Source: an optimization exercise on an open RTL-to-GDS flow (aim: small area, a short achievable clock period and few clock cycles per item). Production flows keep margins and buffers that such runs may drop.
Only simulation tests tie the RTL to the original design; equivalence was not proved.
Power figures rest on the tool's default switching activity, not on a simulated workload.

### flow/config.mk
export PLATFORM = sky130hd
export DESIGN_NAME = door_brightness_state_machine
export DESIGN_NICKNAME = door_brightness_state_machine
export VERILOG_FILES = /design/flow/design.v
export SDC_FILE = /design/flow/constraint.sdc
export NUM_CORES = 4
export LEC_CHECK = 0
export CAP_MARGIN = 20
export CORE_MARGIN = 2
export CORE_UTILIZATION = 40
export SETUP_SLACK_MARGIN = 4
export SLEW_MARGIN = 20
export SYNTH_HIERARCHICAL = 1
export TNS_END_PERCENT = 0
### flow/constraint.sdc
create_clock -name core_clock -period 8.0 [get_ports {clock}]
set_input_delay 1.6000 -clock core_clock [delete_from_list [all_inputs] [get_ports {clock}]]
set_output_delay 1.6000 -clock core_clock [all_outputs]
set_load 0.01 [all_outputs]
### flow/design.v
package dbsm_pkg;
   localparam int WINDOW_SIZE_DEF   = 8;
   localparam int DROP_RATIO_DEF    = 179;
   localparam int WINDOW_SIZE_MAX   = 32;
   localparam int LUMA_W            = 16;
   localparam int FILL_MAX_W        = $clog2(WINDOW_SIZE_MAX + 1);
   localparam int COUNT_W           = 8;
   localparam int CSR_INDEX_W       = 3;
   localparam logic [1:0] MODE_CLOSED  = 2'd0;
   localparam logic [1:0] MODE_OPENING = 2'd1;
   localparam logic [1:0] MODE_OPEN    = 2'd2;
   localparam logic [1:0] MODE_CLOSING = 2'd3;
   localparam logic [2:0] EV_NONE    = 3'd0;
   localparam logic [2:0] EV_OPENED  = 3'd1;
   localparam logic [2:0] EV_GUARD   = 3'd2;
   localparam logic [2:0] EV_RESUMED = 3'd3;
   localparam logic [2:0] EV_CLOSED  = 3'd4;
   localparam logic [CSR_INDEX_W-1:0] CSR_OPENING_CANDIDATE = 3'd0;
   localparam logic [CSR_INDEX_W-1:0] CSR_OPEN_LIGHT        = 3'd1;
   localparam logic [CSR_INDEX_W-1:0] CSR_OPEN_CONFIRM      = 3'd2;
   localparam logic [CSR_INDEX_W-1:0] CSR_CLOSE_CONFIRM     = 3'd3;
   localparam logic [CSR_INDEX_W-1:0] CSR_CLOSING_GUARD     = 3'd4;
   localparam logic [CSR_INDEX_W-1:0] CSR_CLOSING_DARK      = 3'd5;
   localparam logic [CSR_INDEX_W-1:0] CSR_REFERENCE_LUMA    = 3'd6;
   localparam logic [CSR_INDEX_W-1:0] CSR_REFERENCE_DARK    = 3'd7;
   typedef struct packed {
      logic                  push;
      logic                  restart;
      logic                  sort_en;
      logic                  sort_odd;
      logic                  capture;
      logic [LUMA_W-1:0]     value;
      logic [FILL_MAX_W-1:0] fill;
   } win_cmd_type;
   function automatic logic [COUNT_W-1:0] sat_inc8(input logic [COUNT_W-1:0] v);
      sat_inc8 = (v == {COUNT_W{1'b1}}) ? v : v + 1'b1;
   endfunction
endpackage
module dbsm_lt16 (
   input  logic [15:0] a,
   input  logic [15:0] b,
   output logic        lt
);
   logic [1:0] n [31];
   always_comb begin
      for (int i = 0; i < 16; i++) n[i] = {a[i] & ~b[i], ~a[i] & b[i]};
      for (int i = 0; i < 15; i++) begin
         n[16+i] = {n[2*i+1][1] | (~n[2*i+1][0] & n[2*i][1]),
                    n[2*i+1][0] | (~n[2*i+1][1] & n[2*i][0])};
      end
   end
   assign lt = n[30][0];
endmodule
module dbsm_add16 (
   input  logic [15:0] a,
   input  logic [15:0] b,
   output logic [16:0] s
);
   assign s = {1'b0, a} + {1'b0, b};
endmodule
import dbsm_pkg::*;
module door_brightness_state_machine
(
   input  logic                   clock,
   input  logic                   reset,
   input  logic                   req_tvalid,
   output logic                   req_tready,
   input  logic [31:0]            req_tdata,   
   output logic                   rsp_tvalid,
   input  logic                   rsp_tready,
   output logic [23:0]            rsp_tdata,   
   input  logic                   csr_valid,
   output logic                   csr_ready,
   input  logic [CSR_INDEX_W-1:0] csr_index,
   input  logic [15:0]            csr_data
);
   localparam int W = 8;
   logic [15:0] ocl_ff, oll_ff, cgl_ff, cdf_ff, rul_ff, rdl_ff;
   logic [7:0]  ocf_ff, ccf_ff;
   typedef struct packed {
      logic [15:0] l;
      logic        ocl;    
      logic        oll;    
      logic        cg;     
      logic        pu;     
   } req_type;
   logic        va_ff;
   req_type     a_ff, in_req;
   logic [7:0]  lta_ff;    
   logic [1:0]  mode_ff;
   logic [7:0]  c1_ff;     
   logic [2:0]  wptr_ff;
   logic [8:1]  n_ff;      
   logic        full_ff;
   logic [15:0] s_ff [W];
   logic [2:0]  t_ff [W];
   logic        v2_ff, wchg2_ff;
   logic        run2_ff;
   logic [2:0]  ev2_ff;
   logic        rsp_valid_ff;
   logic        run_ff;
   logic [2:0]  ev_ff;
   logic [1:0]  mode3_ff;
   logic [15:0] ref_ff;
   logic [17:0] r3_ff;
   logic [15:0] q_ff;
   logic        qnz_ff, qchg_ff, qchg2_ff;
   logic [15:0] luma, dark;
   logic        accept, adv3, adv2, step, stall;
   assign luma       = req_tdata[15:0];
   assign dark       = req_tdata[31:16];
   assign csr_ready  = 1'b1;
   assign req_tready = !va_ff || step;
   assign accept     = req_tvalid && req_tready;
   assign adv3       = !rsp_valid_ff || rsp_tready;
   assign adv2       = !v2_ff || adv3;
   assign step       = va_ff && adv2 && !stall;
   always_ff @(posedge clock) begin
      if (reset) begin
         ocl_ff <= 16'd10240;
         oll_ff <= 16'd15360;
         ocf_ff <= 8'd3;
         ccf_ff <= 8'd3;
         cgl_ff <= 16'd7680;
         cdf_ff <= 16'd45875;
         rul_ff <= 16'd15360;
         rdl_ff <= 16'd19661;
      end else if (csr_valid) begin
         case (csr_index)
            3'd0: ocl_ff <= csr_data;
            3'd1: oll_ff <= csr_data;
            3'd2: ocf_ff <= csr_data[7:0];
            3'd3: ccf_ff <= csr_data[7:0];
            3'd4: cgl_ff <= csr_data;
            3'd5: cdf_ff <= csr_data;
            3'd6: rul_ff <= csr_data;
            default: rdl_ff <= csr_data;
         endcase
      end
   end
   logic lt_ocl, lt_oll, gt_cgl, lt_cdf, lt_rul, gt_rdl;
   dbsm_lt16 u_ocl (.a(luma),   .b(ocl_ff), .lt(lt_ocl));
   dbsm_lt16 u_oll (.a(luma),   .b(oll_ff), .lt(lt_oll));
   dbsm_lt16 u_cgl (.a(cgl_ff), .b(luma),   .lt(gt_cgl));
   dbsm_lt16 u_cdf (.a(dark),   .b(cdf_ff), .lt(lt_cdf));
   dbsm_lt16 u_rul (.a(luma),   .b(rul_ff), .lt(lt_rul));
   dbsm_lt16 u_rdl (.a(rdl_ff), .b(dark),   .lt(gt_rdl));
   assign in_req.l   = luma;
   assign in_req.ocl = !lt_ocl;
   assign in_req.oll = !lt_oll;
   assign in_req.cg  = !gt_cgl && !lt_cdf;
   assign in_req.pu  = !lt_rul && !gt_rdl;
   always_ff @(posedge clock) begin
      if (reset) begin
         va_ff <= 1'b0;
      end else if (req_tready) begin
         va_ff <= req_tvalid;
      end
   end
   always_ff @(posedge clock) begin
      if (req_tready) begin
         a_ff   <= in_req;
         lta_ff <= lt_next;
      end
   end
   logic        closing;
   logic [7:0]  cnt_lim;
   logic        cnt_hit;
   logic [1:0]  mode_d;
   logic        run_d, push_d, restart_d;
   logic [2:0]  ev_d;
   assign stall   = a_ff.cg && mode_ff[1] && ((v2_ff && wchg2_ff) || qchg_ff || qchg2_ff);
   logic q_lt_l;
   dbsm_lt16 u_q (.a(q_ff), .b(a_ff.l), .lt(q_lt_l));
   assign closing = qnz_ff && a_ff.cg && !q_lt_l;
   assign cnt_lim = mode_ff[1] ? ccf_ff : ocf_ff;
   assign cnt_hit = (c1_ff >= cnt_lim);
   always_comb begin
      mode_d    = mode_ff;
      run_d     = 1'b0;
      push_d    = 1'b0;
      restart_d = 1'b0;
      ev_d      = 3'd0;
      case (mode_ff)
         2'd0: begin
            if (a_ff.ocl) mode_d = 2'd1;
         end
         2'd1: begin
            if (a_ff.oll) begin
               if (cnt_hit) begin
                  mode_d    = 2'd2;
                  restart_d = 1'b1;
                  ev_d      = 3'd1;
               end
            end else begin
               mode_d = 2'd0;
            end
         end
         2'd2: begin
            if (closing) begin
               mode_d = 2'd3;
               ev_d   = 3'd2;
            end else begin
               run_d  = 1'b1;
               push_d = a_ff.pu;
            end
         end
         default: begin
            if (closing) begin
               if (cnt_hit) begin
                  mode_d = 2'd0;
                  ev_d   = 3'd4;
               end
            end else begin
               mode_d = 2'd2;
               ev_d   = 3'd3;
            end
         end
      endcase
   end
   logic [W-1:0] valid, hit, m, lt, blt;
   logic [W-1:0] sp, ss, sn, sl;
   logic [W-1:0] lt_in, lt_next;
   logic         lt_in_a;
   for (genvar j = 0; j < W; j++) begin : g_lt
      dbsm_lt16 u_lt (.a(s_ff[j]), .b(luma), .lt(lt_in[j]));
   end
   dbsm_lt16 u_lta (.a(a_ff.l), .b(luma), .lt(lt_in_a));
   always_comb begin
      for (int j = 0; j < W; j++) begin
         lt_next[j] = (sl[j] && lt_in_a) || (ss[j] && lt_in[j]) ||
                      (sn[j] && lt_in[(j == W - 1) ? j : j + 1]) ||
                      (sp[j] && lt_in[(j == 0) ? 0 : j - 1]);
      end
   end
   always_comb begin
      for (int j = 0; j < W; j++) begin
         valid[j] = full_ff || (3'(j) < wptr_ff);
         hit[j]   = full_ff ? (t_ff[j] == wptr_ff) : (3'(j) == wptr_ff);
         lt[j]    = valid[j] && lta_ff[j];
      end
      m[0] = hit[0];
      for (int j = 1; j < W; j++) m[j] = m[j-1] | hit[j];
      for (int j = 0; j < W; j++) blt[j] = (j < W - 1) ? (m[j] ? lt[j+1] : lt[j]) : 1'b0;
      for (int j = 0; j < W; j++) begin
         logic below;
         below = (j == 0) || blt[(j == 0) ? 0 : j - 1];
         sl[j] = step && (restart_d ? (j == 0) : (push_d && !blt[j] && below));
         sn[j] = step && !restart_d && push_d && blt[j] && m[j];
         sp[j] = step && !restart_d && push_d && !blt[j] && !below && !m[(j == 0) ? 0 : j - 1];
         ss[j] = !sl[j] && !sn[j] && !sp[j];
      end
   end
   assign full_ff = n_ff[8];
   always_ff @(posedge clock) begin
      if (reset) begin
         mode_ff <= 2'd0;
         wptr_ff <= 3'd0;
         n_ff    <= '0;
      end else if (step) begin
         mode_ff <= mode_d;
         if (restart_d) begin
            wptr_ff <= 3'd1;
            n_ff    <= 8'd1;
         end else if (push_d) begin
            wptr_ff <= wptr_ff + 3'd1;
            n_ff    <= {n_ff[8] | n_ff[7], n_ff[6:1], 1'b0};
         end
      end
   end
   always_ff @(posedge clock) begin
      if (step) begin
         c1_ff <= !mode_ff[0] ? 8'd2 : (c1_ff == 8'hFF) ? c1_ff : c1_ff + 8'd1;
      end
   end
   always_ff @(posedge clock) begin
      begin
         for (int j = 0; j < W; j++) begin
            s_ff[j] <= ({16{sl[j]}} & a_ff.l) | ({16{ss[j]}} & s_ff[j]) |
                       ({16{sn[j]}} & s_ff[(j == W - 1) ? j : j + 1]) |
                       ({16{sp[j]}} & s_ff[(j == 0) ? 0 : j - 1]);
            t_ff[j] <= ({3{sl[j]}} & (restart_d ? 3'd0 : wptr_ff)) | ({3{ss[j]}} & t_ff[j]) |
                       ({3{sn[j]}} & t_ff[(j == W - 1) ? j : j + 1]) |
                       ({3{sp[j]}} & t_ff[(j == 0) ? 0 : j - 1]);
         end
      end
   end
   logic [15:0] med_lo, med_hi, med;
   logic [16:0] med_sum;
   assign med_lo = ({16{n_ff[1] | n_ff[2]}} & s_ff[0]) | ({16{n_ff[3] | n_ff[4]}} & s_ff[1]) |
                   ({16{n_ff[5] | n_ff[6]}} & s_ff[2]) | ({16{n_ff[7] | n_ff[8]}} & s_ff[3]);
   assign med_hi = ({16{n_ff[1]}} & s_ff[0]) | ({16{n_ff[2] | n_ff[3]}} & s_ff[1]) |
                   ({16{n_ff[4] | n_ff[5]}} & s_ff[2]) | ({16{n_ff[6] | n_ff[7]}} & s_ff[3]) |
                   ({16{n_ff[8]}} & s_ff[4]);
   dbsm_add16 u_med (.a(med_lo), .b(med_hi), .s(med_sum));
   assign med = med_sum[16:1];
   always_ff @(posedge clock) begin
      if (reset) begin
         v2_ff        <= 1'b0;
         rsp_valid_ff <= 1'b0;
         qchg_ff      <= 1'b0;
         qchg2_ff     <= 1'b0;
      end else begin
         if (adv2) v2_ff <= step;
         if (adv3) rsp_valid_ff <= v2_ff;
         qchg_ff  <= adv3 && v2_ff && wchg2_ff;
         qchg2_ff <= qchg_ff;
      end
   end
   always_ff @(posedge clock) begin
      if (adv2) begin
         wchg2_ff <= restart_d || push_d;
         run2_ff  <= run_d;
         ev2_ff   <= ev_d;
      end
      if (adv3 && v2_ff) begin
         ref_ff   <= med;
         mode3_ff <= mode_ff;
         run_ff   <= run2_ff;
         ev_ff    <= ev2_ff;
      end
   end
   logic [24:0] prod;
   assign prod = {2'b00, ref_ff, 7'd0} + {3'b000, r3_ff, 4'd0} + {7'd0, r3_ff};
   always_ff @(posedge clock) begin
      r3_ff  <= {1'b0, ref_ff, 1'b0} + {2'b00, ref_ff};
      q_ff   <= prod[23:8];
      qnz_ff <= |ref_ff;
   end
   assign rsp_tvalid = rsp_valid_ff;
   assign rsp_tdata  = {2'b00, ref_ff, ev_ff, run_ff, mode3_ff};
endmodule
### flow/run.sh
#!/bin/bash
# synth_recipe.tcl (not shown) runs the flow's synth.tcl, then flattens the netlist and writes it again
# the make line also repeats each setting of config.mk as NAME=value (left out here)
make -C /OpenROAD-flow-scripts/flow DESIGN_CONFIG=/design/flow/config.mk WORK_HOME=/design/flow/orfs CLKGATE_MAP_FILE= SYNTH_SCRIPT=/design/flow/synth_recipe.tcl finish
==> run_results.csv, run 1 <==
group,metric,value,unit
status,status,"timing/DRC/antenna clean",
timing,slew_headroom,29.2,%
routing,wire_per_inst,22.6,µm
synth,synth-seq-cells,380,
worst_setup_path,startpoint_type,"input port",
min_path,hold_path.class,"register to register",
global_route,grt.total_usage,25.8,%
routing,vias,21600,
global_route,grt_first_pass_wirelength,123000,µm
floorplan,start_util,40.4,%
synth,syn_inst,2706,
global_route,grt_antenna_before_repair,0,
synth,synth_seq_area_share,34.6,%
clock_tree,tritoncts,"done",
synth,synth_top_flop_cell,"dfxtp_1",
synth,yosys_warnings,13,
layout,nNetsFinal,2895,
global_route,grt_pass1_vias,20700,
routing,drt_first_pass_iters,7,
power_and_ir_drop,share_seq_of_total_power,43.2,%
clock_tree,clock_sinks,380,
placed_design,place_congestion,0.933,
clock_tree,cts_buffers,43,
routing,ant_nets,0,
floorplan,die_area,0.0614,mm²
timing,hold_viol,0,
synth,synth-async-reset-ratio,0,%
timing,skew,25.8,ps
power_and_ir_drop,p_int,3.69,mW
timing,worst_hold_slack,420,ps
power_and_ir_drop,power,5.15,mW
run,maxCapViolCount,0,
power_and_ir_drop,power_switching,1.46,mW
placed_design,dp_hpwl,55700,µm
power_and_ir_drop,ir_drop,0.000148,V
worst_setup_path,crit_path_max_fanout,27,
layout,layout-drive-gt1-share,9.96,%
timing,fmax,250,MHz
timing,fin_ws,4000,ps
floorplan,core_area,0.0589,mm²
clock_tree,clk_latency,600,ps
power_and_ir_drop,power_density,190,mW/mm²
power_and_ir_drop,p_clk_share,40.6,%
timing,finalMaxSlewViolations,0,
timing,rsz0062_at_grt,"true",
synth,synth-edff-count,63,
routing,post_drt_via_cell_ratio,6.09,
synth,synthesis.area,0.0238,mm²
layout,stdcell_area,0.0271,mm²
worst_setup_path,cp_cell_sequence,"clkdlybuf4s50_1 > buf_4 > nor2b_1 > maj3_1 > a211oi_1 > a221oi_1 > a31oi_1 > a222oi_1 > o21ai_0",
min_path,hold_depth,0,
worst_setup_path,slowest_delay,570,ps
timing,fin_crit_sh,49.9,%
routing,drc,0,
floorplan,rows,89,
worst_setup_path,critPathTopFamily,"compound AO/OA/AOI/OAI gates",
worst_setup_path,path_buf_inv,2,
worst_setup_path,worstPathArrival,4430,ps
clock_tree,cts_max_path_buffers,3,
power_and_ir_drop,pwr-share-comb,16.2,%
worst_setup_path,worstPathRequired,8430,ps
worst_setup_path,critPathKind,"input port to register",
worst_setup_path,cp-end-kind,"register",
timing,tightest_slew,1060,ps
placed_design,place_area,0.0253,mm²
floorplan,io_pins,83,
placed_design,preCtsSetupSlack,2580,ps
routing,drt_iter0_markers,2198,
worst_setup_path,r2r_cells,9,
placed_design,portBuffers,79,
timing,fin_crit,4000,ps
timing,setup_viol,0,
layout,area_growth,13.9,%
global_route,grt_max_degree,81,
clock_tree,path_clk_slew,60,ps
clock_tree,h-tree-depth,2,
worst_setup_path,cp_slowest_cell,"a211oi_1",
clock_tree,clock-root-buffer,"clkbuf_16",
floorplan,die_h,248,µm
global_route,grt_overflow,0,
floorplan,die_w,248,µm
worst_setup_path,cp.depth,9,
synth,avgSynthCellArea,8.79,µm²
routing,routed_wl,80500,µm
power_and_ir_drop,switching_share,28.4,%
timing,finalSetupTns,0,ps
synth,synth.distinct_cells,87,
power_and_ir_drop,p_leak,10.2,nW
## cells in the mapped netlist, types with 6 or more instances
cell | count | share of area, %
a22o_1 | 79 | 2.9
edfxtp_1 | 63 | 8.0
inv_2 | 16 | 0.25
o21ai_0 | 48 | 1.0
a22oi_1 | 61 | 1.9
a21o_1 | 17 | 0.54
buf_4 | 10 | 0.32
and3_1 | 11 | 0.29
o211a_1 | 18 | 0.76
a211o_1 | 10 | 0.37
or3_1 | 6 | 0.16
nand3b_1 | 39 | 1.2
nor3_1 | 27 | 0.57
and4_1 | 6 | 0.22
clkbuf_1 | 90 | 1.4
inv_1 | 213 | 3.4
o221ai_1 | 18 | 0.66
maj3_2 | 48 | 2.3
o22ai_1 | 16 | 0.42
a221oi_1 | 33 | 1.2
a32o_1 | 19 | 0.80
nand2_1 | 347 | 5.5
a31oi_1 | 25 | 0.66
o21a_1 | 8 | 0.25
xor2_1 | 12 | 0.44
clkbuf_2 | 8 | 0.17
a222oi_1 | 38 | 1.6
fa_1 | 13 | 1.1
nand4_1 | 14 | 0.37
ha_1 | 80 | 4.2
nor4_1 | 18 | 0.47
and2_1 | 12 | 0.32
nor2_1 | 95 | 1.5
a211oi_1 | 25 | 0.79
mux2i_1 | 13 | 0.55
maj3_1 | 144 | 6.1
nand2b_1 | 93 | 2.4
nand3_1 | 24 | 0.50
a21oi_1 | 162 | 3.4
buf_2 | 35 | 0.74
a221o_1 | 141 | 5.9
xnor2_1 | 44 | 1.6
nor2b_1 | 108 | 2.8
dfxtp_1 | 317 | 27
or2_2 | 11 | 0.29
## logic make-up (layout without fill, tap and decap cells)
| kind of cell | count (synthesis) | in the layout | synth area share (%) |
|---|---|---|---|
| AO/OA/AOI/OAI | 764 | 764 | 25.2 |
| buffers and inverters | 380 | 451 | 6.47 |
| multiplexers | 16 | 16 | 0.689 |
| adder cells (fa/ha/maj) | 285 | 285 | 13.6 |
| AND/OR/NAND/NOR | 823 | 826 | 17.3 |
| flip-flops | 380 | 380 | 34.6 |
| XOR/XNOR | 56 | 56 | 2.06 |
| other | 2 | 4 | 0.0316 |
## per-layer routing
layer / up-vias / wire, µm / share of wire, % / track usage, %
met2: 948 / 36200 / 45 / 41.0
met1: 10500 / 35000 / 44 / 34.6
met4: 0 / 3370 / 4.2 / 11.4
li1: 10100 / - / - / -
met5: - / 0 / 0 / 0
met3: 147 / 5820 / 7.2 / 3.70
## final timing paths
kind / slack, ps / endpoint / startpoint
setup / recovery: 4000 / lta_ff[1]$_DFFE_PP_ / req_tdata[6]
hold / removal: 420 / ev_ff[0]$_DFFE_PP_ / ev2_ff[0]$_DFFE_PN_
setup reg to reg: 4080 / lta_ff[0]$_DFFE_PP_ / n_ff[8]$_SDFFE_PP0P_
hold reg to reg: 420 / ev_ff[0]$_DFFE_PP_ / ev2_ff[0]$_DFFE_PN_
## final cells by class
type                            instances  area (µm²)
Clock buffer                           61        1210
Tap cell                              773         967
Multi-Input combinational cell       1950       14300
Antenna cell                            1        2.50
Inverter                              230         863
Clock inverter                         19         269
Fill cell                            5651       31800
Timing Repair Buffer                  141        1280
Sequential cell                       380        8240
## power groups by stage
stage	logic [mW]	clock network (mW)	registers, mW
final	0.835	2.09	2.22
after global placement	0.787	0	2.27
after CTS	0.827	2.11	2.22
after floorplan	0.558	0	2.21
after detailed placement	0.803	0	2.27
after global routing	0.922	2.19	2.24
## repair_timing
action,CTS,global route
pin swaps,3,1
resized for setup,28,16
setup buffers,11,5
hold buffers,0,0
gates cloned,2,1
setup endpoints to repair,164,136
## Yosys stat by module (local to each module, per instance)
module	area (µm²)	cells inside	times used	flip-flops and latches
door_brightness_state_machine	17900	1876	1	380
dbsm_lt16	313	45	16	0
dbsm_add16	856	110	1	0
## cell usage in the layout (no fill, tap or decap), drive strengths merged, types with 19 or more instances in the layout
master / Yosys / layout
xnor2: 44 / 44
clkdlybuf4s50: 0 / 73
inv: 229 / 230
a22o: 79 / 79
clkbuf: 98 / 62
a22oi: 62 / 62
nand3: 25 / 25
a221oi: 35 / 35
a222oi: 38 / 38
ha: 80 / 80
nand2: 348 / 349
nand3b: 39 / 39
buf: 52 / 65
nor4: 20 / 20
a32o: 19 / 19
nand2b: 93 / 94
maj3: 192 / 192
nor2b: 108 / 108
edfxtp: 63 / 63
a21oi: 164 / 164
o21ai: 57 / 57
a221o: 141 / 141
nor2: 96 / 96
a31oi: 25 / 25
a211oi: 25 / 25
dfxtp: 317 / 317
nor3: 29 / 29
## state kept, by name (all words and copies together), names as in the netlist, 3 cells and up
signal and flops:
a_ff 20, c1_ff 8, ccf_ff 8, cdf_ff 16
cgl_ff 16, ev2_ff 3, ev_ff 3, lta_ff 8
n_ff 8, ocf_ff 8, ocl_ff 16, oll_ff 16
q_ff 16, r3_ff 18, rdl_ff 16, ref_ff 16
rul_ff 16, s_ff 128, t_ff 24, wptr_ff 3
## through the flow
stage / cells / utilization, %
2_1_floorplan: 2707 / -
3_3_place_gp: 3454 / 43.0
3_5_place_dp: 3455 / 43.0
4_1_cts: 3548 / 45.8
5_1_grt: 3554 / 46.0
6_report: 3555 / 46.0
Testbench counts, summed over its fixed seeds: cycles 5,052, items 4,800.
==> inputs of run 2 (changes only) <==
--- a/flow/design.v
+++ b/flow/design.v
@@ -58,6 +58,14 @@
 );
    assign s = {1'b0, a} + {1'b0, b};
 endmodule
+module dbsm_ao21 (
+   input  logic a,
+   input  logic b,
+   input  logic c,
+   output logic y
+);
+   assign y = a | (b & c);
+endmodule
 import dbsm_pkg::*;
 module door_brightness_state_machine
 (
@@ -110,11 +118,13 @@
    assign luma       = req_tdata[15:0];
    assign dark       = req_tdata[31:16];
    assign csr_ready  = 1'b1;
-   assign req_tready = !va_ff || step;
    assign accept     = req_tvalid && req_tready;
    assign adv3       = !rsp_valid_ff || rsp_tready;
    assign adv2       = !v2_ff || adv3;
-   assign step       = va_ff && adv2 && !stall;
+   logic room;
+   assign room = !v2_ff || !rsp_valid_ff;
+   dbsm_ao21 u_ready (.a(!va_ff || (!stall && room)), .b(!stall), .c(rsp_tready), .y(req_tready));
+   dbsm_ao21 u_step  (.a(va_ff && !stall && room), .b(va_ff && !stall), .c(rsp_tready), .y(step));
    always_ff @(posedge clock) begin
       if (reset) begin
          ocl_ff <= 16'd10240;
--- a/flow/config.mk
+++ b/flow/config.mk
@@ -8,7 +8,8 @@
 export CAP_MARGIN = 20
 export CORE_MARGIN = 2
 export CORE_UTILIZATION = 40
-export SETUP_SLACK_MARGIN = 4
+export CTS_BUF_LIST = sky130_fd_sc_hd__clkbuf_4
+export SETUP_SLACK_MARGIN = 4.5
 export SLEW_MARGIN = 20
 export SYNTH_HIERARCHICAL = 1
 export TNS_END_PERCENT = 0
==> run_results.csv, run 2 <==
group,metric,value,unit
synth,yosys.area.top_type,"dfxtp_1",
synth,synthTopCellsByArea,"dfxtp_1 27%, edfxtp_1 7.9%, maj3_1 6.0%, nand2_1 5.3%, ha_1 4.2%",
layout,final_cells,3727,
clock_tree,clock_sinks,380,
synth,synth_top_flop_cell,"dfxtp_1",
layout,final_common_cell,"nand2_1",
clock_tree,cts_hold_buffers,0,
timing,fin_crit,3760,ps
synth,yosys_warnings,13,
routing,drt_first_pass_iters,8,
clock_tree,path_clk_slew,70,ps
floorplan,core_area,0.0590,mm²
worst_setup_path,critPathKind,"register to register",
synth,synthesis.area,0.0239,mm²
timing,setup_viol,0,
power_and_ir_drop,power_density,182,mW/mm²
synth,synth.distinct_cells,88,
worst_setup_path,cp-end-kind,"register",
layout,max_flop_register,"s_ff",
global_route,grt_first_pass_wirelength,124000,µm
power_and_ir_drop,p_leak,10.7,nW
layout,reg.largest.list,"s_ff x128, t_ff x24, a_ff x20",
routing,wl_met3,5300,µm
clock_tree,tritoncts,"done",
routing,wl_met2,38400,µm
placed_design,place_area,0.0254,mm²
synth,synth-seq-cells,380,
global_route,grt_antenna_before_repair,1,
clock_tree,clk_latency,950,ps
routing,wl_met1,32200,µm
power_and_ir_drop,power_switching,1.54,mW
worst_setup_path,crit_path_max_fanout,6,
global_route,grt.total_usage,25.7,%
routing,post_drt_via_cell_ratio,5.97,
layout,fillers,5671,
layout,stdcell_area,0.0275,mm²
layout,nNetsFinal,3014,
timing,slew_headroom,20.4,%
layout,layout_common_cells,"333 x nand2_1, 313 x dfxtp_1, 238 x inv_1, 163 x clkbuf_4, 143 x maj3_1",
routing,vias,22300,
worst_setup_path,startpoint,"a_ff[9]$_DFFE_PP_",
worst_setup_path,worstPathArrival,4360,ps
power_and_ir_drop,switching_share,30.8,%
synth,synth_most_common_cell,"nand2_1",
placed_design,place_congestion,0.946,
layout,largest_register_ffs,128,
synth,synth_top_area_share,26.6,%
worst_setup_path,startpoint_type,"register",
floorplan,start_util,40.4,%
synth,syn_inst,2742,
worst_setup_path,reg2reg_from,"a_ff[9]$_DFFE_PP_",
global_route,grt_max_degree,95,
synth,synth_seq_area_share,34.5,%
floorplan,die_area,0.0616,mm²
power_and_ir_drop,pwr-share-comb,17.9,%
routing,routed_wl,79900,µm
clock_tree,h-tree-depth,3,
power_and_ir_drop,share_seq_of_total_power,44.7,%
timing,skew,116,ps
timing,rsz0062_at_grt,"true",
power_and_ir_drop,p_int,3.46,mW
clock_tree,clock-root-buffer,"clkbuf_4",
worst_setup_path,regToRegSetupSlack,4240,ps
global_route,grt_pass1_vias,21800,
power_and_ir_drop,ir_drop,0.0000982,V
status,status,"timing/DRC/antenna clean",
floorplan,io_pins,83,
min_path,hold_path.class,"register to register",
floorplan,die_w,248,µm
timing,hold_viol,0,
timing,finalMaxSlewViolations,0,
power_and_ir_drop,p_clk_share,37.4,%
placed_design,dp_hpwl,54100,µm
floorplan,rows,89,
layout,layout-drive-gt1-share,13.7,%
placed_design,placed_cells,3488,
synth,synth_common_cells,"337 x nand2_1, 317 x dfxtp_1, 238 x inv_1",
timing,fmax,266,MHz
synth,avgSynthCellArea,8.71,µm²
clock_tree,cts_buffers,107,
run,maxCapViolCount,0,
timing,worst_hold_slack,434,ps
synth,synth-edff-count,63,
timing,fin_crit_sh,47.0,%
worst_setup_path,worstPathRequired,8590,ps
layout,area_growth,15.0,%
floorplan,die_h,248,µm
synth,synth-async-reset-ratio,0,%
global_route,grt_overflow,0,
timing,finalSetupTns,0,ps
routing,ant_nets,0,
placed_design,portBuffers,79,
routing,top_layer,"met4",
min_path,worstHoldStart,"ev2_ff[0]$_DFFE_PP_",
routing,drc,0,
timing,tightest_slew,1190,ps
routing,wire_per_inst,21.4,µm
clock_tree,cts_max_path_buffers,3,
routing,drt_iter0_markers,2083,
layout,utilization,46.5,%
==> run 2: cell count changes after synthesis, moves of 20 or more <==
cell,previous run,this run
a22oi_1,61,113
a221o_1,141,82
and2_1,12,44
o21ai_1,4,25
o221ai_1,18,38
inv_1,213,238
a21oi_1,162,139
o211ai_1,5,27
nor2_1,95,74
==> run 2: Yosys stat by module, one instance, submodules excluded <==
module                         flops+latches  cells inside  area, µm²
door_brightness_state_machine            380          1910      18000
dbsm_lt16                                  0            45        313
dbsm_ao21                                  0             1       7.51
dbsm_add16                                 0           110        856
==> run 2: final timing paths <==
| kind | to | cells after the start |
|---|---|---|
| max | lta_ff[2]$_DFFE_PP_ | 15 |
| min | ev_ff[0]$_DFFE_PP_ | 0 |
| max reg2reg | lta_ff[2]$_DFFE_PP_ | 15 |
| min reg2reg | ev_ff[0]$_DFFE_PP_ | 0 |
==> run 2: power by group through the flow <==
stage	clock network [mW]	registers, mW	logic (mW)
5_1_grt	2.01	2.24	1.00
3_5_place_dp	0	2.27	0.855
6_report	1.87	2.23	0.896
4_1_cts	1.91	2.23	0.896
2_1_floorplan	0	2.22	0.626
3_3_place_gp	0	2.27	0.839
==> run 2: what timing repair did <==
item	CTS	global route
endpoints found under the hold margin	0	0
setup endpoints to repair	199	191
setup buffers	32	2
gates resized for setup	72	3
pin swaps	10	0
cloned	7	0
==> run 2: area by class of cell <==
cell class                      instances  area (µm²)  share of cell area (%)
Sequential cell                       380        8250                    30.0
Antenna cell                            1        2.50                 0.00911
Tap cell                              773         967                    3.52
Timing Repair Buffer                  160        1580                    5.76
Inverter                              255         957                    3.49
Clock inverter                         35         186                   0.679
Clock buffer                          162        1220                    4.43
Multi-Input combinational cell       1961       14300                    52.1
==> run 2: metal layers <==
layer  track usage [%]  vias to the layer above
met5                 0                        -
met4              14.7                        0
met3              3.48                      196
met2              43.4                      907
met1              31.5                    10800
li1                  -                    10400
==> run 2: kinds of logic after synthesis <==
logic type	count (synthesis)	synth area share [%]
AND/OR/NAND/NOR	808	17.1
AO/OA/AOI/OAI	793	25.2
buffers and inverters	405	6.92
flip-flops	380	34.5
adder cells (fa/ha/maj)	285	13.6
XOR/XNOR	54	1.98
multiplexers	15	0.634
other	2	0.0315
==> run 2: critical path, cell delays in order (launching register included) <==
cell,delay [ps]
edfxtp_1,440
inv_2,60
maj3_2,310
maj3_2,310
maj3_2,320
a31oi_4,200
nand3b_1,190
and2_4,190
nand3_4,110
a21o_4,230
buf_12,140
buf_16,140
a31oi_4,180
o21ai_4,120
buf_6,160
a221o_1,330
==> run 2: through the flow <==
stage | setup WS, ps | power (mW)
3_5_place_dp | 3070 | 3.12
3_3_place_gp | 3070 | 3.11
4_1_cts | 4300 | 5.03
5_1_grt | 4110 | 5.26
6_report | 4240 | 4.99
2_1_floorplan | 4360 | 2.84
Testbench counts of run 2, summed over its fixed seeds: cycles 5,052, items 4,800.
==> inputs of run 3 (changes only) <==
--- a/flow/design.v
+++ b/flow/design.v
@@ -179,10 +179,13 @@
    logic [1:0]  mode_d;
    logic        run_d, push_d, restart_d;
    logic [2:0]  ev_d;
-   assign stall   = a_ff.cg && mode_ff[1] && ((v2_ff && wchg2_ff) || qchg_ff || qchg2_ff);
-   logic q_lt_l;
-   dbsm_lt16 u_q (.a(q_ff), .b(a_ff.l), .lt(q_lt_l));
-   assign closing = qnz_ff && a_ff.cg && !q_lt_l;
+   logic q_lt_l, lb_lt_l, qstale, fast_close;
+   dbsm_lt16 u_q  (.a(q_ff), .b(a_ff.l), .lt(q_lt_l));
+   dbsm_lt16 u_lb (.a({1'b0, s_ff[3][15:1]}), .b(a_ff.l), .lt(lb_lt_l));
+   assign qstale     = (v2_ff && wchg2_ff) || qchg_ff || qchg2_ff;
+   assign fast_close = full_ff && !lb_lt_l && (s_ff[3][15:1] != 15'd0);
+   assign stall      = a_ff.cg && mode_ff[1] && qstale && !fast_close;
+   assign closing    = a_ff.cg && (qstale ? fast_close : (qnz_ff && !q_lt_l));
    assign cnt_lim = mode_ff[1] ? ccf_ff : ocf_ff;
    assign cnt_hit = (c1_ff >= cnt_lim);
    always_comb begin
==> run_results.csv, run 3 <==
group,metric,value,unit
status,status,"timing/DRC/antenna clean",
layout,layout-drive-gt1-share,13.1,%
placed_design,dp_hpwl,54800,µm
clock_tree,cts_hold_buffers,0,
worst_setup_path,path_common_cell,"maj3_2",
worst_setup_path,cp_cell_sequence,"nand2b_4 > maj3_2 > maj3_2 > maj3_2 > a31oi_2 > nand2b_4 > a41oi_4 > or3_4 > buf_6 > a21o_4 > buf_6",
layout,nNetsFinal,3048,
floorplan,rows,89,
synth,synth_top_flop_cell,"dfxtp_1",
clock_tree,path_clk_slew,60,ps
timing,hold_viol,0,
clock_tree,tritoncts,"done",
floorplan,die_area,0.0616,mm²
timing,finalMaxSlewViolations,0,
floorplan,core_area,0.0590,mm²
routing,drc,0,
clock_tree,cts_buffers,109,
timing,rsz0062_at_grt,"true",
worst_setup_path,path_buf_inv,2,
routing,routed_wl,79100,µm
min_path,hold_path.class,"register to register",
synth,synth_top_area_share,26.6,%
run,maxCapViolCount,0,
worst_setup_path,critPathKind,"register to output pin",
layout,area_growth,13.8,%
timing,setup_viol,0,
layout,final_common_cell,"nand2_1",
timing,fin_crit,5200,ps
worst_setup_path,slowest_delay,480,ps
floorplan,start_util,40.4,%
synth,yosys_warnings,13,
power_and_ir_drop,p_leak,11.0,nW
placed_design,preCtsSetupSlack,2560,ps
global_route,grt_first_pass_wirelength,123000,µm
routing,ant_nets,0,
global_route,grt_antenna_before_repair,2,
synth,syn_inst,2786,
floorplan,io_pins,83,
layout,largest_register_ffs,128,
worst_setup_path,critPathTopFamily,"adder cells",
synth,synthesis.area,0.0238,mm²
floorplan,die_w,248,µm
timing,fin_crit_sh,65.0,%
layout,reg.largest.list,"s_ff x128, t_ff x24, a_ff x20",
timing,fmax,192,MHz
global_route,grt_pass1_vias,22000,
clock_tree,cts_max_path_buffers,3,
synth,yosys.area.top_type,"dfxtp_1",
layout,utilization,46.0,%
clock_tree,h-tree-depth,3,
worst_setup_path,cp_slowest_cell,"edfxtp_1",
timing,slew_headroom,22.1,%
clock_tree,clock-root-buffer,"clkbuf_4",
timing,skew,102,ps
synth,synth_most_common_cell,"nand2_1",
placed_design,place_congestion,0.927,
synth,synth-seq-cells,380,
synth,synth_common_cells,"491 x nand2_1, 317 x dfxtp_1, 213 x inv_1",
layout,final_cells,3757,
timing,tightest_slew,1170,ps
clock_tree,clk_latency,930,ps
routing,drt_first_pass_iters,11,
placed_design,portBuffers,79,
worst_setup_path,cp-end-kind,"output pin",
worst_setup_path,startpoint_type,"register",
floorplan,die_h,248,µm
timing,finalSetupTns,0,ps
min_path,hold_depth,2,
layout,layout_common_cells,"489 x nand2_1, 312 x dfxtp_1, 213 x inv_1, 160 x clkbuf_4, 150 x maj3_1",
worst_setup_path,worstPathArrival,3600,ps
worst_setup_path,regToRegSetupSlack,2990,ps
synth,synth.distinct_cells,89,
layout,max_flop_register,"s_ff",
routing,wire_per_inst,21.0,µm
worst_setup_path,cp.depth,11,
synth,synth_seq_area_share,34.5,%
synth,synth-edff-count,63,
global_route,grt_overflow,0,
worst_setup_path,r2r_cells,20,
routing,drt_iter0_markers,2140,
clock_tree,clock_sinks,380,
worst_setup_path,worstPathRequired,6400,ps
routing,post_drt_via_cell_ratio,5.94,
timing,fin_ws,2800,ps
placed_design,placed_cells,3535,
global_route,grt_max_degree,88,
synth,avgSynthCellArea,8.56,µm²
power_and_ir_drop,power_density,183,mW/mm²
synth,synthTopCellsByArea,"dfxtp_1 27%, edfxtp_1 7.9%, nand2_1 7.7%, maj3_1 6.4%, ha_1 4.2%",
synth,synth-async-reset-ratio,0,%
power_and_ir_drop,ir_drop,0.000111,V
global_route,grt.total_usage,25.6,%
worst_setup_path,crit_path_max_fanout,3,
routing,vias,22300,
## run 3: changes by cell type after synthesis, sizes merged, moves of 27 or more
| cell | previous run | this run |
|---|---|---|
| o21ai | 70 | 25 |
| a222oi | 36 | 95 |
| clkbuf | 87 | 114 |
| nand2 | 337 | 492 |
| a221o | 82 | 23 |
| and2 | 44 | 6 |
| a21o | 17 | 54 |
## run 3: Yosys stat by module (local to each module, per instance)
module / area, µm² / copies in the design / flops+latches
door_brightness_state_machine: 17700 / 1 / 380
dbsm_add16: 856 / 1 / 0
dbsm_ao21: 7.51 / 2 / 0
dbsm_lt16: 313 / 17 / 0
## run 3: worst reg2reg max path: cells and delay by family (launching register included)
kind / cells / cell delay (ps)
AND/OR/NAND/NOR: 7 / 1860
buffers and inverters: 4 / 740
flip-flops: 1 / 370
AO/OA/AOI/OAI: 8 / 1630
adder cells (fa/ha/maj): 1 / 370
## run 3: report_power, final
group	internal [mW]	total [mW]	switching [mW]
combinational	0.393	0.860	0.467
clock	0.978	1.88	0.902
sequential	2.08	2.22	0.147
total	3.45	4.96	1.52
## run 3: area by class of cell
| class | instances | area (µm²) |
|---|---|---|
| fill | 5724 | 31900 |
| antenna | 4 | 10.0 |
| tap | 773 | 967 |
| inverter | 231 | 867 |
| multi-input combinational | 2024 | 14300 |
| clock buffer | 160 | 1200 |
| clock inverter | 32 | 199 |
| sequential | 380 | 8250 |
| timing repair buffer | 153 | 1350 |
## run 3: repair_timing
item                       CTS  global route
setup endpoints to repair  227           220
buffers inserted            18             7
pin swaps                    5             5
gates cloned                 1             0
gates resized for setup     14             7
## run 3: final timing paths
kind | from | to
hold / removal | t_ff[0][1]$_DFF_P_ | t_ff[1][1]$_DFF_P_
setup / recovery | a_ff[8]$_DFFE_PP_ | req_tready
setup reg to reg | a_ff[12]$_DFFE_PP_ | s_ff[1][6]$_DFF_P_
hold reg to reg | t_ff[0][1]$_DFF_P_ | t_ff[1][1]$_DFF_P_
## run 3: per-stage QoR
stage	hold slack (ps)	cell area [µm²]	power, mW
4_1_cts	405	27000	5.00
3_5_place_dp	418	25500	3.10
6_report	399	27100	4.96
3_3_place_gp	410	25500	3.08
2_1_floorplan	400	23900	2.80
5_1_grt	444	27100	5.22
## run 3: cells by family (layout without fill, tap and decap cells)
group                      count (synthesis)  count (layout)  synth area share [%]
AOI/OAI and AO/OA                        727             728                  23.6
xor gates and xnor gates                  59              59                  2.17
adders and majority gates                297             297                  14.1
buffers and inverters                    386             576                  6.42
DFF                                      380             380                  34.5
muxes                                     15              15                 0.666
other                                      2               9                0.0315
and+or+nand+nor                          920             920                  18.5
## run 3: metal layers
| metal | routed length [µm] | track usage (%) | vias up |
|---|---|---|---|
| li1 | - | - | 10400 |
| met1 | 34200 | 33.5 | 10700 |
| met2 | 36100 | 41.2 | 1027 |
| met3 | 6330 | 4.97 | 172 |
| met4 | 2460 | 10.6 | 0 |
| met5 | 0 | 0 | - |
Testbench counts of run 3, summed over its fixed seeds: cycles 4,832, items 4,800.
==> inputs of run 4 (changes only) <==
--- a/flow/config.mk
+++ b/flow/config.mk
@@ -6,10 +6,11 @@
 export NUM_CORES = 4
 export LEC_CHECK = 0
 export CAP_MARGIN = 20
+export CELL_PAD_IN_SITES_DETAIL_PLACEMENT = 1
 export CORE_MARGIN = 2
 export CORE_UTILIZATION = 40
 export CTS_BUF_LIST = sky130_fd_sc_hd__clkbuf_4
-export SETUP_SLACK_MARGIN = 4.5
+export SETUP_SLACK_MARGIN = 5
 export SLEW_MARGIN = 20
 export SYNTH_HIERARCHICAL = 1
 export TNS_END_PERCENT = 0
==> run_results.csv, run 4 <==
group,metric,value,unit
status,status,"timing/DRC/antenna clean",
clock_tree,h-tree-depth,3,
global_route,grt.total_usage,27.7,%
worst_setup_path,path_buf_inv,1,
worst_setup_path,slowest_delay,430,ps
global_route,grt_antenna_before_repair,2,
worst_setup_path,crit_path_max_fanout,2,
floorplan,die_area,0.0616,mm²
power_and_ir_drop,power_switching,1.57,mW
clock_tree,clock_sinks,380,
power_and_ir_drop,power_density,184,mW/mm²
placed_design,preCtsSetupSlack,2520,ps
floorplan,start_util,40.4,%
synth,synth_most_common_cell,"nand2_1",
power_and_ir_drop,share_seq_of_total_power,44.7,%
worst_setup_path,critPathTopFamily,"adder cells",
layout,fillers,6983,
worst_setup_path,startpoint_type,"register",
timing,tightest_slew,1100,ps
layout,largest_register_ffs,128,
synth,avgSynthCellArea,8.56,µm²
worst_setup_path,cp.depth,12,
clock_tree,clock-root-buffer,"clkbuf_4",
routing,ant_nets,0,
timing,finalMaxSlewViolations,0,
run,maxCapViolCount,0,
synth,synth-async-reset-ratio,0,%
routing,post_drt_via_cell_ratio,6.07,
global_route,grt_max_degree,88,
global_route,grt_overflow,0,
timing,fmax,191,MHz
worst_setup_path,cp-end-kind,"output pin",
layout,reg.largest.list,"s_ff x128, t_ff x24, a_ff x20",
clock_tree,cts_max_path_buffers,3,
power_and_ir_drop,switching_share,31.4,%
synth,synth-edff-count,63,
global_route,grt_first_pass_wirelength,134000,µm
floorplan,die_w,248,µm
placed_design,place_congestion,0.927,
power_and_ir_drop,p_int,3.42,mW
worst_setup_path,worstPathArrival,3650,ps
synth,synth-seq-cells,380,
worst_setup_path,worstPathRequired,6400,ps
timing,fin_crit,5250,ps
routing,drc,0,
layout,final_common_cell,"nand2_1",
synth,synth.distinct_cells,89,
worst_setup_path,startpoint,"s_ff[3][5]$_DFF_P_",
routing,drt_iter0_markers,1970,
layout,max_flop_register,"s_ff",
layout,utilization,45.9,%
synth,yosys_warnings,13,
timing,fin_ws,2750,ps
clock_tree,tritoncts,"done",
worst_setup_path,path_common_cell,"maj3_2",
clock_tree,path_clk_slew,70,ps
timing,fin_crit_sh,65.6,%
routing,drt_first_pass_iters,10,
power_and_ir_drop,p_leak,11.0,nW
floorplan,die_h,248,µm
layout,nNetsFinal,3042,
synth,synth_top_flop_cell,"dfxtp_1",
worst_setup_path,r2r_cells,18,
layout,layout-drive-gt1-share,13.2,%
clock_tree,cts_buffers,108,
power_and_ir_drop,ir_drop,0.0000991,V
clock_tree,clk_latency,950,ps
synth,synth_common_cells,"491 x nand2_1, 317 x dfxtp_1, 213 x inv_1",
synth,synth_seq_area_share,34.5,%
synth,syn_inst,2786,
synth,synth_top_area_share,26.6,%
timing,slew_headroom,26.4,%
worst_setup_path,reg2reg_from,"a_ff[13]$_DFFE_PP_",
routing,wire_per_inst,22.9,µm
synth,synthTopCellsByArea,"dfxtp_1 27%, edfxtp_1 7.9%, nand2_1 7.7%, maj3_1 6.4%, ha_1 4.2%",
floorplan,core_area,0.0590,mm²
timing,skew,114,ps
synth,yosys.area.top_type,"dfxtp_1",
placed_design,portBuffers,79,
routing,vias,22800,
timing,worst_hold_slack,443,ps
clock_tree,cts_hold_buffers,0,
timing,hold_viol,0,
worst_setup_path,cp_slowest_cell,"or3_4",
worst_setup_path,r2r_end,"t_ff[1][0]$_DFF_P_",
floorplan,rows,89,
routing,routed_wl,86300,µm
power_and_ir_drop,pwr-share-comb,17.7,%
placed_design,dp_hpwl,60700,µm
timing,setup_viol,0,
floorplan,io_pins,83,
worst_setup_path,cp_cell_sequence,"nand2b_4 > maj3_2 > maj3_2 > maj3_2 > a31oi_1 > nand2b_4 > a41oi_4 > or3_4 > nand2_4 > nand2_2 > a21o_4 > buf_6",
min_path,hold_path.class,"register to register",
global_route,grt_pass1_vias,23900,
timing,rsz0062_at_grt,"true",
worst_setup_path,regToRegSetupSlack,2840,ps
layout,layout_common_cells,"489 x nand2_1, 311 x dfxtp_1, 213 x inv_1, 167 x clkbuf_4, 150 x maj3_1",
layout,area_growth,13.7,%
power_and_ir_drop,p_clk_share,37.7,%
synth,synthesis.area,0.0238,mm²
worst_setup_path,endpoint,"req_tready",
timing,finalSetupTns,0,ps
worst_setup_path,critPathKind,"register to output pin",
run 4: how the worst min path moves through the flow:
stage	depth (start not counted)	slack, ps	to	start
2_1_floorplan	0	400	ev_ff[0]$_DFFE_PP_	ev2_ff[0]$_DFFE_PP_
3_3_place_gp	0	410	ev_ff[2]$_DFFE_PP_	ev2_ff[2]$_DFFE_PP_
3_5_place_dp	0	420	ev_ff[2]$_DFFE_PP_	ev2_ff[2]$_DFFE_PP_
4_1_cts	2	460	cdf_ff[7]$_SDFFE_PP0P_	cdf_ff[7]$_SDFFE_PP0P_
5_1_grt	2	480	cdf_ff[7]$_SDFFE_PP0P_	cdf_ff[7]$_SDFFE_PP0P_
6_report	2	440	s_ff[1][4]$_DFF_P_	s_ff[0][4]$_DFF_P_
run 4: cells by family (layout without fill, tap and decap cells):
group / after synthesis / count (layout) / share of synthesized area (%)
flip-flops: 380 / 380 / 34.5
multiplexers: 15 / 15 / 0.666
AND/OR/NAND/NOR: 920 / 920 / 18.5
AO/OA/AOI/OAI: 727 / 728 / 23.6
other: 2 / 9 / 0.0315
adder cells (fa/ha/maj): 297 / 297 / 14.1
buffers and inverters: 386 / 581 / 6.42
XOR/XNOR: 59 / 59 / 2.17
run 4: repair_timing:
action | in CTS | in global routing
pin swaps | 4 | 4
buffers inserted | 16 | 3
setup endpoints to repair | 263 | 269
gates resized for setup | 17 | 7
cloned | 1 | 0
run 4: power groups by stage:
stage	Sequential (mW)	Combinational, mW	Clock [mW]
global route	2.24	0.967	2.03
detailed placement	2.27	0.854	0
finish	2.23	0.881	1.88
floorplan	2.20	0.598	0
CTS	2.22	0.878	1.92
global placement	2.26	0.818	0
run 4: per-module statistics from Yosys (local to each module, per instance):
module,copies in the design,flip-flops and latches,area [µm²]
dbsm_add16,1,0,856
dbsm_ao21,2,0,7.51
dbsm_lt16,17,0,313
door_brightness_state_machine,1,380,17700
run 4: routing by layer:
| layer | track usage (%) | part of all wire, % | wire (µm) | vias to the layer above |
|---|---|---|---|---|
| met2 | 46.5 | 47 | 40800 | 917 |
| met5 | 0 | 0 | 0 | - |
| li1 | - | - | - | 10400 |
| met4 | 12.3 | 3.9 | 3350 | 0 |
| met1 | 34.6 | 42 | 36000 | 11300 |
| met3 | 4.90 | 7.1 | 6110 | 231 |
run 4: cell type report:
cell class / count / area (µm²) / share of cell area, %
clock inverters: 35 / 158 / 0.582
flip-flops and latches: 380 / 8250 / 30.4
repair buffers: 148 / 1310 / 4.84
well taps: 773 / 967 / 3.57
diodes: 4 / 10.0 / 0.0369
multi-input cells: 2024 / 14300 / 52.7
clock buffers: 167 / 1250 / 4.62
inverters: 231 / 867 / 3.20
run 4: worst register-to-register path, delay by kind of cell (launching register included):
| kind | cells | cell delay (ps) |
|---|---|---|
| AND/OR/NAND/NOR | 6 | 1770 |
| AO/OA/AOI/OAI | 8 | 1670 |
| flip-flops | 1 | 650 |
| buffers and inverters | 3 | 530 |
| adder cells (fa/ha/maj) | 1 | 440 |
run 4: per-stage QoR:
stage                     cells  area [µm²]  total power, mW
after floorplan            2789       23900             2.80
after global placement     3535       25500             3.08
after detailed placement   3535       25500             3.12
after CTS                  3754       27000             5.03
after global routing       3760       27100             5.24
final                      3762       27100             4.99
==> inputs of run 5 (changes only) <==
--- a/flow/design.v
+++ b/flow/design.v
@@ -121,9 +121,9 @@
    assign accept     = req_tvalid && req_tready;
    assign adv3       = !rsp_valid_ff || rsp_tready;
    assign adv2       = !v2_ff || adv3;
-   logic room;
+   logic room, stall_reg;
    assign room = !v2_ff || !rsp_valid_ff;
-   dbsm_ao21 u_ready (.a(!va_ff || (!stall && room)), .b(!stall), .c(rsp_tready), .y(req_tready));
+   dbsm_ao21 u_ready (.a(!va_ff || (!stall_reg && room)), .b(!stall_reg), .c(rsp_tready), .y(req_tready));
    dbsm_ao21 u_step  (.a(va_ff && !stall && room), .b(va_ff && !stall), .c(rsp_tready), .y(step));
    always_ff @(posedge clock) begin
       if (reset) begin
@@ -165,6 +165,8 @@
          va_ff <= 1'b0;
       end else if (req_tready) begin
          va_ff <= req_tvalid;
+      end else if (step) begin
+         va_ff <= 1'b0;
       end
    end
    always_ff @(posedge clock) begin
@@ -184,7 +186,8 @@
    dbsm_lt16 u_lb (.a({1'b0, s_ff[3][15:1]}), .b(a_ff.l), .lt(lb_lt_l));
    assign qstale     = (v2_ff && wchg2_ff) || qchg_ff || qchg2_ff;
    assign fast_close = full_ff && !lb_lt_l && (s_ff[3][15:1] != 15'd0);
-   assign stall      = a_ff.cg && mode_ff[1] && qstale && !fast_close;
+   assign stall_reg  = a_ff.cg && mode_ff[1] && qstale;
+   assign stall      = stall_reg && !fast_close;
    assign closing    = a_ff.cg && (qstale ? fast_close : (qnz_ff && !q_lt_l));
    assign cnt_lim = mode_ff[1] ? ccf_ff : ocf_ff;
    assign cnt_hit = (c1_ff >= cnt_lim);
==> run_results.csv, run 5 <==
group,metric,value,unit
layout,nNetsFinal,2971,
routing,routed_wl,87700,µm
status,status,"timing/DRC/antenna clean",
synth,syn_inst,2680,
routing,drt_first_pass_iters,25,
timing,fmax,232,MHz
timing,fin_crit_sh,53.8,%
layout,reg.largest.list,"s_ff x128, t_ff x24, a_ff x20",
layout,fillers,6882,
timing,rsz0062_at_grt,"true",
synth,synth_most_common_cell,"dfxtp_1",
worst_setup_path,worstPathArrival,4980,ps
worst_setup_path,critPathTopFamily,"simple AND/OR/NAND/NOR gates",
timing,tightest_slew,1250,ps
timing,fin_crit,4300,ps
timing,fin_ws,3700,ps
global_route,grt_pass1_vias,23700,
synth,synth_top_flop_cell,"dfxtp_1",
synth,synth-async-reset-ratio,0,%
layout,final_common_cell,"dfxtp_1",
worst_setup_path,path_buf_inv,1,
synth,avgSynthCellArea,8.93,µm²
global_route,grt_antenna_before_repair,1,
clock_tree,cts_buffers,104,
worst_setup_path,path_common_cell,"maj3_2",
floorplan,start_util,40.5,%
worst_setup_path,cp-end-kind,"register",
global_route,grt_first_pass_wirelength,135000,µm
placed_design,place_area,0.0254,mm²
power_and_ir_drop,pwr-share-comb,18.3,%
synth,synth_top_area_share,26.5,%
clock_tree,path_clk_slew,70,ps
synth,synth.distinct_cells,88,
floorplan,io_pins,83,
synth,synth-edff-count,63,
routing,vias,22700,
power_and_ir_drop,share_seq_of_total_power,45.1,%
worst_setup_path,slowest_delay,490,ps
worst_setup_path,cp_slowest_cell,"edfxtp_1",
timing,slew_headroom,16.3,%
clock_tree,h-tree-depth,3,
clock_tree,clock-root-buffer,"clkbuf_4",
floorplan,core_area,0.0591,mm²
power_and_ir_drop,p_int,3.37,mW
power_and_ir_drop,power_switching,1.59,mW
synth,synth_common_cells,"317 x dfxtp_1, 310 x nand2_1, 209 x inv_1",
timing,skew,108,ps
synth,synth_seq_area_share,34.4,%
floorplan,die_area,0.0618,mm²
floorplan,die_w,249,µm
power_and_ir_drop,p_clk_share,36.5,%
layout,max_flop_register,"s_ff",
layout,layout_common_cells,"312 x dfxtp_1, 310 x nand2_1, 209 x inv_1, 175 x a22o_1, 149 x maj3_1",
layout,largest_register_ffs,128,
global_route,grt_overflow,0,
placed_design,portBuffers,79,
layout,area_growth,15.3,%
min_path,hold_path.class,"register to register",
synth,yosys_warnings,13,
clock_tree,clk_latency,940,ps
routing,wire_per_inst,23.8,µm
worst_setup_path,worstPathRequired,8680,ps
routing,drt_iter0_markers,1711,
global_route,grt_max_degree,87,
worst_setup_path,cp_cell_sequence,"nor2b_4 > maj3_2 > maj3_2 > a221oi_2 > a31oi_1 > nand2b_4 > a41oi_4 > o21a_1 > and2_4 > a21o_4 > and3_4 > nand2_8 > or2_4 > nor4b_4 > buf_6 > nor3_4 > a221o_1",
synth,synthTopCellsByArea,"dfxtp_1 27%, edfxtp_1 7.9%, a22o_1 6.4%, maj3_1 6.4%, a221o_1 4.9%",
synth,synth-seq-cells,380,
power_and_ir_drop,power_density,180,mW/mm²
timing,setup_viol,0,
power_and_ir_drop,ir_drop,0.000125,V
timing,finalMaxSlewViolations,0,
power_and_ir_drop,p_leak,10.9,nW
worst_setup_path,critPathKind,"register to register",
worst_setup_path,startpoint_type,"register",
layout,stdcell_area,0.0276,mm²
worst_setup_path,crit_path_max_fanout,6,
clock_tree,tritoncts,"done",
timing,hold_viol,0,
power_and_ir_drop,switching_share,32.0,%
global_route,grt.total_usage,27.4,%
synth,synthesis.area,0.0239,mm²
placed_design,dp_hpwl,59700,µm
floorplan,rows,89,
placed_design,place_congestion,0.932,
layout,utilization,46.7,%
clock_tree,cts_max_path_buffers,3,
routing,drc,0,
routing,ant_nets,0,
floorplan,die_h,249,µm
placed_design,preCtsSetupSlack,2380,ps
clock_tree,clock_sinks,380,
run,maxCapViolCount,0,
routing,post_drt_via_cell_ratio,6.16,
synth,yosys.area.top_type,"dfxtp_1",
layout,layout-drive-gt1-share,14.4,%
timing,finalSetupTns,0,ps
==> run 5: cell count changes after synthesis, sizes merged, moves of 4 or more <==
cell    change
nand2     -180
a22o       +98
a221o      +94
a222oi     -76
a22oi      -39
buf        +22
clkbuf     -19
nor2        +9
a21oi       -5
o21ai       -5
inv         -4
nand3       +4
==> run 5: layout make-up <==
class	instances	area, µm²	area share, %
Sequential cell	380	8240	29.9
Inverter	227	852	3.09
Clock buffer	147	1100	4.00
Timing Repair Buffer	181	1660	6.03
Tap cell	773	967	3.51
Antenna cell	1	2.50	0.00907
Clock inverter	45	229	0.830
Multi-Input combinational cell	1928	14500	52.7
==> run 5: cells by family after synthesis <==
kind of cell / after synthesis / share of synthesized area [%]
AO/OA/AOI/OAI: 790 / 26.2
XOR/XNOR: 59 / 2.16
adder cells (fa/ha/maj): 297 / 14.1
buffers and inverters: 385 / 6.57
flip-flops: 380 / 34.4
multiplexers: 13 / 0.554
other: 2 / 0.0314
AND/OR/NAND/NOR: 754 / 15.9
==> run 5: final timing paths <==
kind	start	end	slack, ps	cells after the start
worst max-delay path	a_ff[16]$_DFFE_PP_	lta_ff[5]$_DFFE_PP_	3700	17
worst min-delay path	run2_ff$_SDFFCE_PN0P_	run_ff$_DFFE_PP_	420	0
worst max register to register	a_ff[16]$_DFFE_PP_	lta_ff[5]$_DFFE_PP_	3700	17
worst min register to register	run2_ff$_SDFFCE_PN0P_	run_ff$_DFFE_PP_	420	0
==> run 5: through the flow <==
step | power [mW] | hold WS [ps] | std cells
2_1_floorplan | 2.81 | 400 | 2683
3_3_place_gp | 3.10 | 409 | 3425
3_5_place_dp | 3.15 | 413 | 3425
4_1_cts | 4.98 | 408 | 3656
5_1_grt | 5.20 | 417 | 3682
6_report | 4.96 | 416 | 3682
==> run 5: per-layer routing <==
layer	global-route usage, %	share of wire, %
met2	46.8	48
met5	0	0
met3	4.28	6.2
met4	14.3	4.7
met1	33.4	41
==> run 5: power groups by stage <==
| stage | Combinational (mW) | Sequential (mW) | Clock [mW] |
|---|---|---|---|
| after floorplan | 0.600 | 2.21 | 0 |
| after global placement | 0.828 | 2.27 | 0 |
| after detailed placement | 0.868 | 2.28 | 0 |
| after CTS | 0.896 | 2.23 | 1.85 |
| after global routing | 0.999 | 2.25 | 1.94 |
| final | 0.910 | 2.24 | 1.81 |
==> run 5: what timing repair did <==
| item | in CTS | in global routing |
|---|---|---|
| resized for setup | 47 | 17 |
| cloned | 11 | 5 |
| hold buffers | 0 | 0 |
| setup buffers | 28 | 18 |
| pin swaps | 15 | 11 |
| setup endpoints to repair | 233 | 241 |
==> run 5: modules after synthesis (local to each module, per instance) <==
| module | area (µm²) | times used | flip-flops and latches | cells inside |
|---|---|---|---|---|
| dbsm_add16 | 856 | 1 | 0 | 110 |
| dbsm_lt16 | 313 | 17 | 0 | 45 |
| dbsm_ao21 | 7.51 | 2 | 0 | 1 |
| door_brightness_state_machine | 17700 | 1 | 380 | 1803 |
==> run 5: worst register-to-register path: stages (launching register included) <==
cell and delay (ps):
edfxtp_1 490, nor2b_4 180, maj3_2 310, maj3_2 330
a221oi_2 280, a31oi_1 60, nand2b_4 160, a41oi_4 310
o21a_1 200, and2_4 150, a21o_4 80, and3_4 220
nand2_8 80, or2_4 340, nor4b_4 330, buf_6 200
nor3_4 80, a221o_1 300
Testbench counts of run 5, summed over its fixed seeds: cycles 4,959, items 4,800.
==> inputs of run 6 (changes only) <==
--- a/flow/config.mk
+++ b/flow/config.mk
@@ -6,11 +6,10 @@
 export NUM_CORES = 4
 export LEC_CHECK = 0
 export CAP_MARGIN = 20
-export CELL_PAD_IN_SITES_DETAIL_PLACEMENT = 1
 export CORE_MARGIN = 2
 export CORE_UTILIZATION = 40
 export CTS_BUF_LIST = sky130_fd_sc_hd__clkbuf_4
-export SETUP_SLACK_MARGIN = 5
+export SETUP_SLACK_MARGIN = 4.5
 export SLEW_MARGIN = 20
 export SYNTH_HIERARCHICAL = 1
 export TNS_END_PERCENT = 0
==> run_results.csv, run 6 <==
group,metric,value,unit
global_route,grt_antenna_before_repair,2,
power_and_ir_drop,p_clk_share,36.5,%
routing,post_drt_via_cell_ratio,6.01,
synth,synth_common_cells,"317 x dfxtp_1, 310 x nand2_1, 209 x inv_1",
worst_setup_path,worstPathRequired,8770,ps
layout,layout_common_cells,"312 x dfxtp_1, 310 x nand2_1, 209 x inv_1, 175 x a22o_1, 150 x clkbuf_4",
timing,skew,105,ps
worst_setup_path,path_buf_inv,1,
timing,rsz0062_at_grt,"true",
layout,utilization,46.7,%
floorplan,die_w,249,µm
global_route,grt_first_pass_wirelength,127000,µm
clock_tree,clock_sinks,380,
clock_tree,cts_max_path_buffers,3,
worst_setup_path,cp-end-kind,"register",
layout,layout-drive-gt1-share,14.6,%
timing,setup_viol,0,
worst_setup_path,crit_path_max_fanout,20,
synth,yosys.area.top_type,"dfxtp_1",
synth,synth-edff-count,63,
power_and_ir_drop,p_int,3.37,mW
clock_tree,clock-root-buffer,"clkbuf_4",
routing,wire_per_inst,22.2,µm
worst_setup_path,worstPathArrival,5030,ps
floorplan,start_util,40.5,%
worst_setup_path,cp_cell_sequence,"nor2b_4 > maj3_2 > maj3_2 > a221oi_2 > a31oi_1 > nand2b_4 > a41oi_4 > o21a_1 > and2_4 > a21o_1 > and3_4 > nand2_8 > nor2_4 > buf_12 > nand3_1 > nor2_4 > a221o_1",
worst_setup_path,cp_slowest_cell,"nor2_4",
clock_tree,path_clk_slew,60,ps
routing,vias,22100,
timing,worst_hold_slack,423,ps
synth,synth_top_area_share,26.5,%
power_and_ir_drop,share_seq_of_total_power,45.5,%
power_and_ir_drop,switching_share,31.3,%
placed_design,dp_hpwl,54400,µm
timing,tightest_slew,1240,ps
clock_tree,cts_hold_buffers,0,
routing,drc,0,
power_and_ir_drop,pwr-share-comb,18.0,%
floorplan,io_pins,83,
synth,synthesis.area,0.0239,mm²
floorplan,rows,89,
synth,yosys_warnings,13,
synth,synth-seq-cells,380,
synth,synth-async-reset-ratio,0,%
timing,fin_crit_sh,53.3,%
power_and_ir_drop,ir_drop,0.000124,V
timing,finalSetupTns,0,ps
routing,routed_wl,81800,µm
global_route,grt_overflow,0,
layout,max_flop_register,"s_ff",
power_and_ir_drop,power_switching,1.54,mW
placed_design,portBuffers,79,
floorplan,core_area,0.0591,mm²
clock_tree,tritoncts,"done",
clock_tree,h-tree-depth,3,
global_route,grt_pass1_vias,21700,
synth,synth_most_common_cell,"dfxtp_1",
status,status,"timing/DRC/antenna clean",
worst_setup_path,critPathTopFamily,"simple AND/OR/NAND/NOR gates",
power_and_ir_drop,p_leak,10.9,nW
timing,slew_headroom,16.9,%
power_and_ir_drop,power_density,178,mW/mm²
layout,largest_register_ffs,128,
layout,reg.largest.list,"s_ff x128, t_ff x24, a_ff x20",
routing,ant_nets,0,
worst_setup_path,startpoint_type,"register",
timing,fmax,234,MHz
placed_design,place_congestion,0.932,
layout,nNetsFinal,2971,
worst_setup_path,slowest_delay,620,ps
clock_tree,cts_buffers,105,
global_route,grt.total_usage,25.9,%
timing,fin_crit,4260,ps
layout,final_common_cell,"dfxtp_1",
timing,finalMaxSlewViolations,0,
routing,drt_first_pass_iters,21,
clock_tree,clk_latency,960,ps
worst_setup_path,critPathKind,"register to register",
floorplan,die_area,0.0618,mm²
timing,hold_viol,0,
synth,syn_inst,2680,
synth,synth_seq_area_share,34.4,%
global_route,grt_max_degree,87,
min_path,hold_path.class,"register to register",
routing,drt_iter0_markers,2011,
synth,synthTopCellsByArea,"dfxtp_1 27%, edfxtp_1 7.9%, a22o_1 6.4%, maj3_1 6.4%, a221o_1 4.9%",
synth,synth_top_flop_cell,"dfxtp_1",
power_and_ir_drop,power,4.91,mW
synth,avgSynthCellArea,8.93,µm²
layout,area_growth,15.4,%
run,maxCapViolCount,0,
synth,synth.distinct_cells,88,
floorplan,die_h,249,µm
## run 6: kinds of logic after synthesis
group / Yosys count / synth area share, %
AOI/OAI and AO/OA: 790 / 26.2
and+or+nand+nor: 754 / 15.9
buffers and inverters: 385 / 6.57
DFF: 380 / 34.4
adders and majority gates: 297 / 14.1
xor gates and xnor gates: 59 / 2.16
muxes: 13 / 0.554
other: 2 / 0.0314
## run 6: per-stage QoR
stage / cells / setup WS [ps] / area, µm²
2_1_floorplan: 2683 / 4060 / 24000
3_3_place_gp: 3425 / 2480 / 25400
3_5_place_dp: 3425 / 2400 / 25400
4_1_cts: 3670 / 3830 / 27500
5_1_grt: 3681 / 3660 / 27600
6_report: 3681 / 3740 / 27600
## run 6: routing by layer
layer / track usage [%] / up-vias / wire length [µm]
met5: 0 / - / 0
met4: 14.8 / 0 / 4380
met3: 4.89 / 219 / 5500
met2: 42.3 / 933 / 38000
met1: 32.2 / 10700 / 33900
li1: - / 10200 / -
## run 6: final timing paths
kind / startpoint / endpoint / slack [ps] / depth (start not counted)
setup / recovery: a_ff[16]$_DFFE_PP_ / lta_ff[1]$_DFFE_PP_ / 3740 / 17
hold / removal: run2_ff$_SDFFCE_PN0P_ / run_ff$_DFFE_PP_ / 420 / 0
setup reg to reg: a_ff[16]$_DFFE_PP_ / lta_ff[1]$_DFFE_PP_ / 3740 / 17
hold reg to reg: run2_ff$_SDFFCE_PN0P_ / run_ff$_DFFE_PP_ / 420 / 0
## run 6: modules after synthesis, one instance, submodules excluded
| module | times used | flip-flops and latches |
|---|---|---|
| dbsm_ao21 | 2 | 0 |
| dbsm_add16 | 1 | 0 |
| door_brightness_state_machine | 1 | 380 |
| dbsm_lt16 | 17 | 0 |
## run 6: power by group through the flow
stage / registers (mW) / logic (mW) / clock network, mW
2_1_floorplan: 2.21 / 0.600 / 0
3_3_place_gp: 2.27 / 0.828 / 0
3_5_place_dp: 2.27 / 0.845 / 0
4_1_cts: 2.23 / 0.878 / 1.82
5_1_grt: 2.25 / 0.976 / 1.92
6_report: 2.23 / 0.885 / 1.79
## run 6: area by class of cell
cell class	count	area, µm²
Clock buffer	149	1120
Antenna cell	6	15.0
Clock inverter	38	194
Inverter	227	852
Fill cell	5665	31500
Multi-Input combinational cell	1930	14600
Tap cell	773	967
Timing Repair Buffer	178	1630
Sequential cell	380	8240
## run 6: what timing repair did
item,CTS,global route
hold endpoints to repair,0,0
pin swaps,17,13
resized for setup,59,11
endpoints found under the setup margin,203,209
cloned,15,3
buffers inserted,43,2

afterwards: timing with drivers on the ports:
How much do the figures lean on ideal ports? The routed layouts below were timed once more, with nothing changed but the port constraints. Step 1 sets driving cells, clkbuf_16 on the clock port and buf_2 on the other inputs (assumed; they add their load-dependent delay and slew). Step 2, shift: input delay + t, output delay - t, t = (earliest + latest rising clock arrival at the registers) / 2. This alone moves slack from input paths to output paths. Three values: ideal ports, drivers, drivers and shift; two values: the first two.
run	shift t [ns]	setup WS [ns]
run 1	0.643	4.005 / 4.017 / 3.397
run 2	0.946	4.236 / 4.236 / 3.368
run 3	0.930	2.801 / 2.747 / 2.937
run 4	0.950	2.755 / 2.702 / 2.840
run 5	0.946	3.697 / 3.697 / 2.913
run 6	0.959	3.736 / 3.736 / 3.035
After both steps every run listed still meets setup and hold.
